This is an optimization exercise on Yosys and OpenROAD, whose aim is a short achievable clock period and few clock cycles, not a production implementation.
RTL that was checked went through simulation tests only; none was proved equivalent to the original.
Power is estimated from default activity; no workload was simulated.

==> flow/design.v <==
`default_nettype none
package cache_pkg;
	localparam int addr_w = 16;
	localparam int data_w = 32;
	localparam int index_w = 4;
	localparam int tag_w = addr_w - index_w;
	localparam int lines = 1 << index_w;
	localparam int csr_sel_w = 2;
	localparam logic [csr_sel_w-1:0] csr_ctrl = 2'd0;
	localparam logic [csr_sel_w-1:0] csr_hits = 2'd1;
	localparam logic [csr_sel_w-1:0] csr_misses = 2'd2;
endpackage
`default_nettype wire
`timescale 1ns/1ps
`default_nettype none
module cache_store
(
	input  logic                           clk,
	input  logic                           rst,
	input  logic [cache_pkg::index_w-1:0]  lookup_index,
	input  logic [cache_pkg::tag_w-1:0]    lookup_tag,
	output logic                           hit,
	output logic                           victim_dirty,
	output logic [cache_pkg::tag_w-1:0]    victim_tag,
	output logic [cache_pkg::data_w-1:0]   line_data,
	input  logic                           wr_en,
	input  logic [cache_pkg::index_w-1:0]  wr_index,
	input  logic [cache_pkg::tag_w-1:0]    wr_tag,
	input  logic [cache_pkg::data_w-1:0]   wr_data,
	input  logic                           wr_dirty
);
	logic [cache_pkg::lines-1:0] valid_q;
	logic [cache_pkg::lines-1:0] dirty_q;
	logic [cache_pkg::tag_w-1:0] tag_q [cache_pkg::lines];
	logic [cache_pkg::data_w-1:0] data_q [cache_pkg::lines];
	logic [cache_pkg::lines-1:0] match;
	always_comb
		for (int i = 0; i < cache_pkg::lines; i++)
			match[i] = valid_q[i] && (tag_q[i] == lookup_tag);
	assign line_data = data_q[lookup_index];
	assign victim_tag = tag_q[lookup_index];
	assign hit = match[lookup_index];
	assign victim_dirty = valid_q[lookup_index] && dirty_q[lookup_index];
	always_ff @(posedge clk or negedge rst)
	begin
		if (!rst)
		begin
			valid_q <= '0;
			dirty_q <= '0;
		end
		else if (wr_en)
		begin
			valid_q[wr_index] <= 1'b1;
			dirty_q[wr_index] <= wr_dirty;
		end
	end
	always_ff @(posedge clk)
	begin
		if (wr_en)
		begin
			tag_q[wr_index] <= wr_tag;
			data_q[wr_index] <= wr_data;
		end
	end
endmodule
`default_nettype wire
`timescale 1ns/1ps
`default_nettype none
module cache_csr
(
	input  logic                             clk,
	input  logic                             rst,
	input  logic                             csr_req,
	input  logic                             csr_we,
	input  logic [cache_pkg::csr_sel_w-1:0]  csr_sel,
	input  logic [cache_pkg::data_w-1:0]     csr_wdata,
	output logic                             csr_ack,
	output logic [cache_pkg::data_w-1:0]     csr_rdata,
	output logic                             enable,
	input  logic                             hit_pulse,
	input  logic                             miss_pulse
);
	logic [cache_pkg::data_w-1:0] hits_q;
	logic [cache_pkg::data_w-1:0] misses_q;
	logic access;
	assign access = csr_req && !csr_ack;
	always_ff @(posedge clk or negedge rst)
	begin
		if (!rst)
		begin
			csr_ack <= 1'b0;
			enable <= 1'b1;
			hits_q <= '0;
			misses_q <= '0;
		end
		else
		begin
			csr_ack <= csr_req;
			if (access && csr_we && (csr_sel == cache_pkg::csr_ctrl))
				enable <= csr_wdata[0];
			if (access && csr_we && (csr_sel == cache_pkg::csr_hits))
				hits_q <= '0;
			else if (hit_pulse && (hits_q != '1))
				hits_q <= hits_q + 1'b1;
			if (access && csr_we && (csr_sel == cache_pkg::csr_misses))
				misses_q <= '0;
			else if (miss_pulse && (misses_q != '1))
				misses_q <= misses_q + 1'b1;
		end
	end
	always_ff @(posedge clk)
	begin
		if (access && !csr_we)
		begin
			case (csr_sel)
				cache_pkg::csr_ctrl:   csr_rdata <= {{(cache_pkg::data_w-1){1'b0}}, enable};
				cache_pkg::csr_hits:   csr_rdata <= hits_q;
				cache_pkg::csr_misses: csr_rdata <= misses_q;
				default:               csr_rdata <= '0;
			endcase
		end
	end
endmodule
`default_nettype wire
`timescale 1ns/1ps
`default_nettype none
module cache_ctrl
(
	input  logic                           clk,
	input  logic                           rst,
	input  logic                           cpu_req,
	input  logic                           cpu_we,
	input  logic [cache_pkg::addr_w-1:0]   cpu_addr,
	input  logic [cache_pkg::data_w-1:0]   cpu_wdata,
	output logic                           cpu_ack,
	output logic [cache_pkg::data_w-1:0]   cpu_rdata,
	output logic                           mem_req,
	output logic                           mem_we,
	output logic [cache_pkg::addr_w-1:0]   mem_addr,
	output logic [cache_pkg::data_w-1:0]   mem_wdata,
	input  logic                           mem_ack,
	input  logic [cache_pkg::data_w-1:0]   mem_rdata,
	input  logic                           enable,
	output logic                           hit_pulse,
	output logic                           miss_pulse,
	output logic [cache_pkg::index_w-1:0]  lookup_index,
	output logic [cache_pkg::tag_w-1:0]    lookup_tag,
	input  logic                           hit,
	input  logic                           victim_dirty,
	input  logic [cache_pkg::tag_w-1:0]    victim_tag,
	input  logic [cache_pkg::data_w-1:0]   line_data,
	output logic                           wr_en,
	output logic [cache_pkg::index_w-1:0]  wr_index,
	output logic [cache_pkg::tag_w-1:0]    wr_tag,
	output logic [cache_pkg::data_w-1:0]   wr_data,
	output logic                           wr_dirty
);
	logic idle_q;
	logic ack_q;
	logic rdw_q;
	logic fill_q;
	logic rd_pend_q;
	logic rd_wait_q;
	logic [cache_pkg::addr_w-1:0] addr_q;
	logic [cache_pkg::data_w-1:0] rdata_q;
	logic nx_valid_q;
	logic nx_we_q;
	logic [cache_pkg::addr_w-1:0] nx_addr_q;
	logic [cache_pkg::data_w-1:0] nx_wdata_q;
	logic nx_pend_q;
	logic [cache_pkg::addr_w-1:0] nx_raddr_q;
	logic start;
	logic busy;
	logic promote;
	logic full;
	logic cached;
	logic go_hit;
	logic go_cur;
	logic go_nx;
	logic mem_done;
	logic fill;
	logic victim_wb;
	logic new_we;
	logic [cache_pkg::addr_w-1:0] new_addr;
	logic [cache_pkg::data_w-1:0] new_wdata;
	assign lookup_index = cpu_addr[cache_pkg::index_w-1:0];
	assign lookup_tag = cpu_addr[cache_pkg::addr_w-1:cache_pkg::index_w];
	assign start = idle_q && cpu_req;
	assign busy = mem_req || rd_pend_q;
	assign promote = !busy && nx_valid_q;
	assign full = busy && nx_valid_q;
	assign cached = enable && hit;
	assign go_hit = start && cached;
	assign go_cur = start && !cached && !busy && !nx_valid_q;
	assign go_nx = start && !cached && cpu_we && !go_cur && !full;
	assign mem_done = mem_req && mem_ack;
	assign fill = rdw_q && fill_q && mem_ack;
	assign victim_wb = enable && victim_dirty;
	assign new_we = enable ? victim_dirty : cpu_we;
	assign new_addr = victim_wb ? {victim_tag, lookup_index} : cpu_addr;
	assign new_wdata = victim_wb ? line_data : cpu_wdata;
	assign cpu_ack = (cpu_req && ack_q) || (cpu_req && cpu_we && idle_q && !full) || (rdw_q && mem_ack);
	assign cpu_rdata = rdata_q | (mem_rdata & {cache_pkg::data_w{rdw_q}});
	always_ff @(posedge clk or negedge rst)
	begin
		if (!rst)
		begin
			idle_q <= 1'b1;
			ack_q <= 1'b0;
			rdw_q <= 1'b0;
			fill_q <= 1'b0;
			rd_pend_q <= 1'b0;
			rd_wait_q <= 1'b0;
			mem_req <= 1'b0;
			mem_we <= 1'b0;
			nx_valid_q <= 1'b0;
			wr_en <= 1'b0;
			hit_pulse <= 1'b0;
			miss_pulse <= 1'b0;
		end
		else
		begin
			wr_en <= ((go_hit || go_cur || go_nx) && enable && cpu_we) || fill;
			hit_pulse <= go_hit;
			miss_pulse <= (go_cur || go_nx) && enable;
			if (go_hit || go_nx)
			begin
				idle_q <= 1'b0;
				ack_q <= 1'b1;
			end
			else if (go_cur)
			begin
				idle_q <= 1'b0;
				ack_q <= cpu_we;
			end
			else if (ack_q && !cpu_req)
			begin
				idle_q <= 1'b1;
				ack_q <= 1'b0;
			end
			if (go_cur)
			begin
				mem_req <= 1'b1;
				if (victim_wb)
					rd_pend_q <= 1'b1;
				else
					rdw_q <= !cpu_we;
			end
			if (start && !busy && !nx_valid_q)
			begin
				fill_q <= enable;
				rd_wait_q <= !cpu_we;
				mem_we <= new_we;
			end
			if (go_nx)
				nx_valid_q <= 1'b1;
			else if (promote)
				nx_valid_q <= 1'b0;
			if (promote)
			begin
				mem_req <= 1'b1;
				mem_we <= nx_we_q;
				rd_pend_q <= nx_pend_q;
				rd_wait_q <= 1'b0;
			end
			if (mem_done)
			begin
				mem_req <= 1'b0;
				if (rdw_q)
				begin
					rdw_q <= 1'b0;
					ack_q <= 1'b1;
				end
			end
			else if (!mem_req && rd_pend_q)
			begin
				mem_req <= 1'b1;
				mem_we <= 1'b0;
				rd_pend_q <= 1'b0;
				rdw_q <= rd_wait_q;
			end
		end
	end
	always_ff @(posedge clk)
	begin
		if (start && !busy && !nx_valid_q)
		begin
			addr_q <= cpu_addr;
			mem_addr <= new_addr;
			mem_wdata <= new_wdata;
		end
		else if (promote)
		begin
			addr_q <= nx_raddr_q;
			mem_addr <= nx_addr_q;
			mem_wdata <= nx_wdata_q;
		end
		else if (!mem_req && rd_pend_q)
			mem_addr <= addr_q;
		if (start && !full)
		begin
			nx_we_q <= new_we;
			nx_addr_q <= new_addr;
			nx_wdata_q <= new_wdata;
			nx_pend_q <= victim_wb;
			nx_raddr_q <= cpu_addr;
		end
		if (start)
			rdata_q <= line_data;
		else if (rdw_q && mem_ack)
			rdata_q <= mem_rdata;
		else if (!idle_q && !ack_q)
			rdata_q <= '0;
		if (start)
		begin
			wr_index <= lookup_index;
			wr_tag <= lookup_tag;
			wr_data <= cpu_wdata;
			wr_dirty <= 1'b1;
		end
		else if (rdw_q && mem_ack)
		begin
			wr_index <= addr_q[cache_pkg::index_w-1:0];
			wr_tag <= addr_q[cache_pkg::addr_w-1:cache_pkg::index_w];
			wr_data <= mem_rdata;
			wr_dirty <= 1'b0;
		end
	end
endmodule
`default_nettype wire
`timescale 1ns/1ps
`default_nettype none
module cache_top
(
	input  logic                             clk,
	input  logic                             rst,
	input  logic                             cpu_req,
	input  logic                             cpu_we,
	input  logic [cache_pkg::addr_w-1:0]     cpu_addr,
	input  logic [cache_pkg::data_w-1:0]     cpu_wdata,
	output logic                             cpu_ack,
	output logic [cache_pkg::data_w-1:0]     cpu_rdata,
	output logic                             mem_req,
	output logic                             mem_we,
	output logic [cache_pkg::addr_w-1:0]     mem_addr,
	output logic [cache_pkg::data_w-1:0]     mem_wdata,
	input  logic                             mem_ack,
	input  logic [cache_pkg::data_w-1:0]     mem_rdata,
	input  logic                             csr_req,
	input  logic                             csr_we,
	input  logic [cache_pkg::csr_sel_w-1:0]  csr_sel,
	input  logic [cache_pkg::data_w-1:0]     csr_wdata,
	output logic                             csr_ack,
	output logic [cache_pkg::data_w-1:0]     csr_rdata
);
	logic enable;
	logic hit_pulse;
	logic miss_pulse;
	logic [cache_pkg::index_w-1:0] lookup_index;
	logic [cache_pkg::tag_w-1:0] lookup_tag;
	logic hit;
	logic victim_dirty;
	logic [cache_pkg::tag_w-1:0] victim_tag;
	logic [cache_pkg::data_w-1:0] line_data;
	logic wr_en;
	logic [cache_pkg::index_w-1:0] wr_index;
	logic [cache_pkg::tag_w-1:0] wr_tag;
	logic [cache_pkg::data_w-1:0] wr_data;
	logic wr_dirty;
	cache_ctrl i_ctrl (.*);
	cache_store i_store (.*);
	cache_csr i_csr (.*);
endmodule
`default_nettype wire
clock: 8.0 ns
lec_check: 0
cap_margin: 20
core_margin: 2
core_utilization: 40
setup_slack_margin: 5
slew_margin: 20
run.sh (not shown) runs the stock make flow with config.mk's settings and CLKGATE_MAP_FILE= SYNTH_SCRIPT=/design/flow/synth_recipe.tcl, a recipe that flattens the netlist after the stock synthesis.
Change:
--- a/flow/design.v
+++ b/flow/design.v
@@ -168,8 +168,9 @@
 	logic [cache_pkg::addr_w-1:0] nx_addr_q;
 	logic [cache_pkg::data_w-1:0] nx_wdata_q;
 	logic nx_pend_q;
 	logic [cache_pkg::addr_w-1:0] nx_raddr_q;
+	logic room_q;
 	logic start;
 	logic busy;
 	logic promote;
 	logic full;
@@ -182,8 +183,11 @@
 	logic victim_wb;
 	logic new_we;
 	logic [cache_pkg::addr_w-1:0] new_addr;
 	logic [cache_pkg::data_w-1:0] new_wdata;
+	logic mem_req_d;
+	logic rd_pend_d;
+	logic nx_valid_d;
 	assign lookup_index = cpu_addr[cache_pkg::index_w-1:0];
 	assign lookup_tag = cpu_addr[cache_pkg::addr_w-1:cache_pkg::index_w];
 	assign start = idle_q && cpu_req;
 	assign busy = mem_req || rd_pend_q;
@@ -198,9 +202,12 @@
 	assign victim_wb = enable && victim_dirty;
 	assign new_we = enable ? victim_dirty : cpu_we;
 	assign new_addr = victim_wb ? {victim_tag, lookup_index} : cpu_addr;
 	assign new_wdata = victim_wb ? line_data : cpu_wdata;
-	assign cpu_ack = (cpu_req && ack_q) || (cpu_req && cpu_we && idle_q && !full) || (rdw_q && mem_ack);
+	assign cpu_ack = (cpu_req && ack_q) || (cpu_req && cpu_we && room_q) || (rdw_q && mem_ack);
+	assign mem_req_d = (mem_req && !mem_ack) || go_cur || promote || (!mem_req && rd_pend_q);
+	assign rd_pend_d = (go_cur && victim_wb) || (promote && nx_pend_q) || (rd_pend_q && mem_req);
+	assign nx_valid_d = go_nx || (nx_valid_q && !promote);
 	assign cpu_rdata = rdata_q | (mem_rdata & {cache_pkg::data_w{rdw_q}});
 	always_ff @(posedge clk or negedge rst)
 	begin
 		if (!rst)
@@ -213,14 +220,16 @@
 			rd_wait_q <= 1'b0;
 			mem_req <= 1'b0;
 			mem_we <= 1'b0;
 			nx_valid_q <= 1'b0;
+			room_q <= 1'b1;
 			wr_en <= 1'b0;
 			hit_pulse <= 1'b0;
 			miss_pulse <= 1'b0;
 		end
 		else
 		begin
+			room_q <= !((mem_req_d || rd_pend_d) && nx_valid_d);
 			wr_en <= ((go_hit || go_cur || go_nx) && enable && cpu_we) || fill;
 			hit_pulse <= go_hit;
 			miss_pulse <= (go_cur || go_nx) && enable;
 			if (go_hit || go_nx)
Synthesized area hardly moves.
Core utilization shrinks by 0.78 points.
Power shrinks by 22%.
Final area shrinks by about 1.5%.
Sequential cell count grows by 1.
Via count is about the same.
Setup slack gets better by 0.13 ns.
Fmax grows by 3.7%.
Global-route usage shrinks by 0.46 points.
Testbench counts after the change, summed over its fixed seeds: cycles 21,218.
Function not checked in the first run of this note: the RTL went through the layout flow alone.

==> port drivers added, routing unchanged <==
No port has a modelled driver above. Below, the same layouts with a new extraction and two added sets of constraints.
Step 1 assumes that a clkbuf_16 drives the clock port and a buf_2 every other input.
Step 2 moves the port delays by t, midway between the first and last clock arrival at a register: inputs arrive t later, outputs are due t later. That takes back most of the time a late clock gives input paths.
a / b / c = ideal / step 1 / step 2; a / b = the first two.
run | t, ns | setup slack, ns | latest minus earliest clock arrival (ns) | slew at the worst register clock pin (ns) | pins driven straight from the clock port
the first run | 0.749 | 4.225 / 4.145 / 3.601 | 0.032 / 0.032 | 0.07 / 0.07 | 1
the second run | 0.774 | 4.359 / 4.303 / 3.529 | 0.036 / 0.035 | 0.06 / 0.06 | 1
After both steps setup and hold are still met in every run listed. The setup slack of the second run, which loses most, moves by -0.056 ns with the drivers and by -0.830 ns with both steps.
